Source: an optimization exercise on an open RTL-to-GDS flow (aim: small area, a short achievable clock period and few clock cycles per item). Production flows keep margins and buffers that such runs may drop. Function was checked by simulation only, so behaviour that the tests miss may differ from the original.

==> exp/maple: inputs <==
==> flow/design.v (excerpt) <==
module iso8601_utc_timestamp_parser_unit (
   input  wire logic        clock,
   input  wire logic        reset,
   input  wire logic        req_tvalid,
   output      logic        req_tready,
   input  wire logic [7:0]  req_tdata,    
   input  wire logic        req_tlast,    
   output      logic        rsp_tvalid,
   input  wire logic        rsp_tready,
   output      logic [39:0] rsp_tdata,    
   output      logic        rsp_tuser     
);
clock: 7.0 ns
lec_check: 0
cap_margin: 20
core_margin: 2
core_utilization: 40
slew_margin: 20
run.sh (not shown) runs the stock make flow with config.mk's settings and CLKGATE_MAP_FILE= SYNTH_SCRIPT=/design/flow/synth_recipe.tcl, a recipe that flattens the netlist after the stock synthesis.
==> exp/fjord: changes against exp/maple <==
--- a/flow/design.v
+++ b/flow/design.v
@@ -10,18 +10,18 @@
          (a == 4'd4) ? 23'd741441 :
          (a == 4'd5) ? 23'd1106683 :
          (a == 4'd6) ? 23'd1471926 :
          (a == 4'd7) ? 23'd1837168 :
          (a == 4'd8) ? 23'd2202411 :
          (a == 4'd9) ? 23'd2567653 :
-         (a == 4'd10) ? 23'd2202411 :
-         (a == 4'd11) ? 23'd2567653 :
-         (a == 4'd12) ? 23'd2202411 :
-         (a == 4'd13) ? 23'd2567653 :
-         (a == 4'd14) ? 23'd2202411 :
-         23'd2567653;
+         (a == 4'd10) ? 23'd2932896 :
+         (a == 4'd11) ? 23'd3298138 :
+         (a == 4'd12) ? 23'd3663381 :
+         (a == 4'd13) ? 23'd4028623 :
+         (a == 4'd14) ? 23'd4393866 :
+         23'd4759108;
    endfunction
    function automatic logic [K_W-1:0] kb(input logic [3:0] b, input logic ao);
       kb =
          ({ao, b} == 5'd0) ? 23'd0 :
          ({ao, b} == 5'd1) ? 23'd36524 :
          ({ao, b} == 5'd2) ? 23'd73048 :
@@ -29,34 +29,34 @@
          ({ao, b} == 5'd4) ? 23'd146097 :
          ({ao, b} == 5'd5) ? 23'd182621 :
          ({ao, b} == 5'd6) ? 23'd219145 :
          ({ao, b} == 5'd7) ? 23'd255669 :
          ({ao, b} == 5'd8) ? 23'd292194 :
          ({ao, b} == 5'd9) ? 23'd328718 :
-         ({ao, b} == 5'd10) ? 23'd292194 :
-         ({ao, b} == 5'd11) ? 23'd328718 :
-         ({ao, b} == 5'd12) ? 23'd292194 :
-         ({ao, b} == 5'd13) ? 23'd328718 :
-         ({ao, b} == 5'd14) ? 23'd292194 :
-         ({ao, b} == 5'd15) ? 23'd328718 :
+         ({ao, b} == 5'd10) ? 23'd365242 :
+         ({ao, b} == 5'd11) ? 23'd401766 :
+         ({ao, b} == 5'd12) ? 23'd438291 :
+         ({ao, b} == 5'd13) ? 23'd474815 :
+         ({ao, b} == 5'd14) ? 23'd511339 :
+         ({ao, b} == 5'd15) ? 23'd547863 :
          ({ao, b} == 5'd16) ? 23'd0 :
          ({ao, b} == 5'd17) ? 23'd36524 :
          ({ao, b} == 5'd18) ? 23'd73049 :
          ({ao, b} == 5'd19) ? 23'd109573 :
          ({ao, b} == 5'd20) ? 23'd146097 :
          ({ao, b} == 5'd21) ? 23'd182621 :
          ({ao, b} == 5'd22) ? 23'd219146 :
          ({ao, b} == 5'd23) ? 23'd255670 :
          ({ao, b} == 5'd24) ? 23'd292194 :
          ({ao, b} == 5'd25) ? 23'd328718 :
-         ({ao, b} == 5'd26) ? 23'd292194 :
-         ({ao, b} == 5'd27) ? 23'd328718 :
-         ({ao, b} == 5'd28) ? 23'd292194 :
-         ({ao, b} == 5'd29) ? 23'd328718 :
-         ({ao, b} == 5'd30) ? 23'd292194 :
-         23'd328718;
+         ({ao, b} == 5'd26) ? 23'd365243 :
+         ({ao, b} == 5'd27) ? 23'd401767 :
+         ({ao, b} == 5'd28) ? 23'd438291 :
+         ({ao, b} == 5'd29) ? 23'd474815 :
+         ({ao, b} == 5'd30) ? 23'd511340 :
+         23'd547864;
    endfunction
    function automatic logic [K_W-1:0] kc(input logic [3:0] c);
       kc =
          (c == 4'd0) ? 23'd0 :
          (c == 4'd1) ? 23'd3652 :
          (c == 4'd2) ? 23'd7305 :
@@ -64,18 +64,18 @@
          (c == 4'd4) ? 23'd14610 :
          (c == 4'd5) ? 23'd18262 :
          (c == 4'd6) ? 23'd21915 :
          (c == 4'd7) ? 23'd25567 :
          (c == 4'd8) ? 23'd29220 :
          (c == 4'd9) ? 23'd32872 :
-         (c == 4'd10) ? 23'd29220 :
-         (c == 4'd11) ? 23'd32872 :
-         (c == 4'd12) ? 23'd29220 :
-         (c == 4'd13) ? 23'd32872 :
-         (c == 4'd14) ? 23'd29220 :
-         23'd32872;
+         (c == 4'd10) ? 23'd36525 :
+         (c == 4'd11) ? 23'd40177 :
+         (c == 4'd12) ? 23'd43830 :
+         (c == 4'd13) ? 23'd47482 :
+         (c == 4'd14) ? 23'd51135 :
+         23'd54787;
    endfunction
    function automatic logic [K_W-1:0] kd(input logic [3:0] d, input logic co);
       kd =
          ({co, d} == 5'd0) ? 23'd0 :
          ({co, d} == 5'd1) ? 23'd366 :
          ({co, d} == 5'd2) ? 23'd731 :
@@ -83,41 +83,37 @@
          ({co, d} == 5'd4) ? 23'd1461 :
          ({co, d} == 5'd5) ? 23'd1827 :
          ({co, d} == 5'd6) ? 23'd2192 :
          ({co, d} == 5'd7) ? 23'd2557 :
          ({co, d} == 5'd8) ? 23'd2922 :
          ({co, d} == 5'd9) ? 23'd3288 :
-         ({co, d} == 5'd10) ? 23'd2922 :
-         ({co, d} == 5'd11) ? 23'd3288 :
-         ({co, d} == 5'd12) ? 23'd2922 :
-         ({co, d} == 5'd13) ? 23'd3288 :
-         ({co, d} == 5'd14) ? 23'd2922 :
-         ({co, d} == 5'd15) ? 23'd3288 :
+         ({co, d} == 5'd10) ? 23'd3653 :
+         ({co, d} == 5'd11) ? 23'd4018 :
+         ({co, d} == 5'd12) ? 23'd4383 :
+         ({co, d} == 5'd13) ? 23'd4749 :
+         ({co, d} == 5'd14) ? 23'd5114 :
+         ({co, d} == 5'd15) ? 23'd5479 :
          ({co, d} == 5'd16) ? 23'd1 :
          ({co, d} == 5'd17) ? 23'd366 :
          ({co, d} == 5'd18) ? 23'd731 :
          ({co, d} == 5'd19) ? 23'd1097 :
          ({co, d} == 5'd20) ? 23'd1462 :
          ({co, d} == 5'd21) ? 23'd1827 :
          ({co, d} == 5'd22) ? 23'd2192 :
          ({co, d} == 5'd23) ? 23'd2558 :
          ({co, d} == 5'd24) ? 23'd2923 :
          ({co, d} == 5'd25) ? 23'd3288 :
-         ({co, d} == 5'd26) ? 23'd2923 :
-         ({co, d} == 5'd27) ? 23'd3288 :
-         ({co, d} == 5'd28) ? 23'd2923 :
-         ({co, d} == 5'd29) ? 23'd3288 :
-         ({co, d} == 5'd30) ? 23'd2923 :
-         23'd3288;
+         ({co, d} == 5'd26) ? 23'd3653 :
+         ({co, d} == 5'd27) ? 23'd4019 :
+         ({co, d} == 5'd28) ? 23'd4384 :
+         ({co, d} == 5'd29) ? 23'd4749 :
+         ({co, d} == 5'd30) ? 23'd5114 :
+         23'd5480;
    endfunction
    function automatic logic [K_W-1:0] kmon(input logic m1, input logic [3:0] m0, input logic lp);
       kmon =
-         ({m1, m0, lp} == 6'd0) ? 23'd0 :
-         ({m1, m0, lp} == 6'd1) ? 23'd0 :
-         ({m1, m0, lp} == 6'd2) ? 23'd0 :
-         ({m1, m0, lp} == 6'd3) ? 23'd0 :
          ({m1, m0, lp} == 6'd4) ? 23'd31 :
          ({m1, m0, lp} == 6'd5) ? 23'd31 :
          ({m1, m0, lp} == 6'd6) ? 23'd59 :
          ({m1, m0, lp} == 6'd7) ? 23'd60 :
          ({m1, m0, lp} == 6'd8) ? 23'd90 :
          ({m1, m0, lp} == 6'd9) ? 23'd91 :
@@ -128,56 +124,25 @@
          ({m1, m0, lp} == 6'd14) ? 23'd181 :
          ({m1, m0, lp} == 6'd15) ? 23'd182 :
          ({m1, m0, lp} == 6'd16) ? 23'd212 :
          ({m1, m0, lp} == 6'd17) ? 23'd213 :
          ({m1, m0, lp} == 6'd18) ? 23'd243 :
          ({m1, m0, lp} == 6'd19) ? 23'd244 :
-         ({m1, m0, lp} == 6'd20) ? 23'd212 :
-         ({m1, m0, lp} == 6'd21) ? 23'd213 :
-         ({m1, m0, lp} == 6'd22) ? 23'd243 :
-         ({m1, m0, lp} == 6'd23) ? 23'd244 :
-         ({m1, m0, lp} == 6'd24) ? 23'd212 :
-         ({m1, m0, lp} == 6'd25) ? 23'd213 :
-         ({m1, m0, lp} == 6'd26) ? 23'd243 :
-         ({m1, m0, lp} == 6'd27) ? 23'd244 :
-         ({m1, m0, lp} == 6'd28) ? 23'd212 :
-         ({m1, m0, lp} == 6'd29) ? 23'd213 :
-         ({m1, m0, lp} == 6'd30) ? 23'd243 :
-         ({m1, m0, lp} == 6'd31) ? 23'd244 :
+         ({m1, m0, lp} == 6'd20) ? 23'd273 :
+         ({m1, m0, lp} == 6'd21) ? 23'd274 :
+         ({m1, m0, lp} == 6'd22) ? 23'd304 :
+         ({m1, m0, lp} == 6'd23) ? 23'd305 :
+         ({m1, m0, lp} == 6'd24) ? 23'd334 :
+         ({m1, m0, lp} == 6'd25) ? 23'd335 :
          ({m1, m0, lp} == 6'd32) ? 23'd273 :
          ({m1, m0, lp} == 6'd33) ? 23'd274 :
          ({m1, m0, lp} == 6'd34) ? 23'd304 :
          ({m1, m0, lp} == 6'd35) ? 23'd305 :
          ({m1, m0, lp} == 6'd36) ? 23'd334 :
          ({m1, m0, lp} == 6'd37) ? 23'd335 :
-         ({m1, m0, lp} == 6'd38) ? 23'd304 :
-         ({m1, m0, lp} == 6'd39) ? 23'd305 :
-         ({m1, m0, lp} == 6'd40) ? 23'd334 :
-         ({m1, m0, lp} == 6'd41) ? 23'd335 :
-         ({m1, m0, lp} == 6'd42) ? 23'd304 :
-         ({m1, m0, lp} == 6'd43) ? 23'd305 :
-         ({m1, m0, lp} == 6'd44) ? 23'd334 :
-         ({m1, m0, lp} == 6'd45) ? 23'd335 :
-         ({m1, m0, lp} == 6'd46) ? 23'd304 :
-         ({m1, m0, lp} == 6'd47) ? 23'd305 :
-         ({m1, m0, lp} == 6'd48) ? 23'd334 :
-         ({m1, m0, lp} == 6'd49) ? 23'd335 :
-         ({m1, m0, lp} == 6'd50) ? 23'd304 :
-         ({m1, m0, lp} == 6'd51) ? 23'd305 :
-         ({m1, m0, lp} == 6'd52) ? 23'd334 :
-         ({m1, m0, lp} == 6'd53) ? 23'd335 :
-         ({m1, m0, lp} == 6'd54) ? 23'd304 :
-         ({m1, m0, lp} == 6'd55) ? 23'd305 :
-         ({m1, m0, lp} == 6'd56) ? 23'd334 :
-         ({m1, m0, lp} == 6'd57) ? 23'd335 :
-         ({m1, m0, lp} == 6'd58) ? 23'd304 :
-         ({m1, m0, lp} == 6'd59) ? 23'd305 :
-         ({m1, m0, lp} == 6'd60) ? 23'd334 :
-         ({m1, m0, lp} == 6'd61) ? 23'd335 :
-         ({m1, m0, lp} == 6'd62) ? 23'd304 :
-         23'd305;
+         23'd0;
    endfunction
 endpackage
 `default_nettype wire
 `default_nettype none
 module itsp_add (
    input  wire logic [38:0] a,
@@ -372,13 +337,12 @@
    input  wire logic        rsp_tready,
    output      logic [39:0] rsp_tdata,    
    output      logic        rsp_tuser     
 );
    localparam int unsigned W = 39;
    logic       in_v, in_last;
-   logic       in_p0;            
    logic [3:0] in_lo;
    logic [1:0] in_hi;
    logic       st_ka, st_kb, st_kc, st_kd, st_mon, st_tens, st_unit, st_x24, st_x60;
    logic [4:0] pos;              
    logic [3:0] prv;              
    logic       aodd;             
@@ -396,26 +360,25 @@
    assign dg      = in_lo;
    assign isdig   = (in_hi == 2'd1) && (in_lo <= 4'd9);
    assign iscolon = (in_hi == 2'd1) && (in_lo == 4'hA);
    assign isdash  = (in_hi == 2'd2) && (in_lo == 4'hD);
    assign isT     = (in_hi == 2'd3) && (in_lo == 4'h4);
    assign isZ     = (in_hi == 2'd3) && (in_lo == 4'hA);
-   assign consume    = in_v && (in_p0 || !rv);
+   assign consume    = in_v && (((pos == 5'd0) && !in_last) || !rv);
    assign go         = in_v && !rv && !in_last;    
    assign is_final   = consume && in_last;
-   assign req_tready = !in_v || in_p0 || !rv;
+   assign req_tready = !in_v || consume;
    assign take       = req_tvalid && req_tready;
    assign pos_nx     = !consume ? pos : (in_last ? 5'd0 : pos + 5'd1);
    always_ff @(posedge clock) begin
       if (reset)        in_v <= 1'b0;
       else if (take)    in_v <= 1'b1;
       else if (consume) in_v <= 1'b0;
       if (take) begin
          in_lo   <= req_tdata[3:0];
          in_last <= req_tlast;
-         in_p0   <= (pos_nx == 5'd0) && !req_tlast;
          if (req_tdata[7:4] == 4'h3)                             in_hi <= 2'd1;
          else if (req_tdata[7:4] == 4'h2)                        in_hi <= 2'd2;
          else if (!req_tdata[7] && req_tdata[6] && req_tdata[4]) in_hi <= 2'd3;
          else                                                    in_hi <= 2'd0;
          st_ka   <= (pos_nx == 5'd1);
          st_kb   <= (pos_nx == 5'd2);
Settings changed: SETUP_SLACK_MARGIN set to 3.5.
==> run summary <==
multi-input combinational area share=58.3%; Die Y=between 100 and 150 um; critical path's slowest cell=edfxtp_1; Tcrit/Tclk final=80.2%; HP Start=err; EDFF count, synth=30; status=finished clean; Synth area leaders=dfxtp_1 14%, edfxtp_1 13%, ha_1 7.6%; syn_area_per_cell=8.09 sq um
Source of the figures above: exp/maple

==> run summary <==
status=finished clean; largest family of logic cells by synthesized area=compound AO/OA/AOI/OAI gates; critical path's slowest cell=fa_2; Tcrit/Tclk final=61.8%; clk root buf=clkbuf_16; Adder-Cell Fraction of Synth Area=12.5%; Die Width=140 um; clock network share of area=about 3.0%; EDFF count, synth=29; HP Start=rv; Sw Ratio=39.8%; initial antenna violation count=0; Die Y=140 um
Source of the figures above: exp/fjord

Testbench counts of exp/maple, summed over its fixed seeds: cycles 32,016, items 1,600.
Testbench counts of exp/fjord, summed over its fixed seeds: cycles 32,016, items 1,600.

[afterwards: timing with drivers on the ports]
The flow's constraints put no driver on any port. The routed layouts listed below were extracted and timed again, unchanged, in two steps.
Step 1 (the two cells are an assumption about what drives the block):
set clk [get_ports {clock}]
set_driving_cell -lib_cell sky130_fd_sc_hd__clkbuf_16 $clk
set_driving_cell -lib_cell sky130_fd_sc_hd__buf_2 [delete_from_list [all_inputs] $clk]
Step 2 moves the port delays by t, midway between the first and last clock arrival at a register: inputs arrive t later, outputs are due t later. That takes back most of the time a late clock gives input paths.
Three values: ideal, step 1, step 2; two values: the first two.
run	t (ns)	setup slack, ns	worst setup path at the end	slew at the worst register clock pin (ns)
exp/maple	0.381	1.384 / 1.384 / 1.384	register to register	0.07 / 0.07
exp/fjord	0.394	2.675 / 2.675 / 2.675	register to register	0.07 / 0.07
After both steps setup and hold are still met in every run listed.
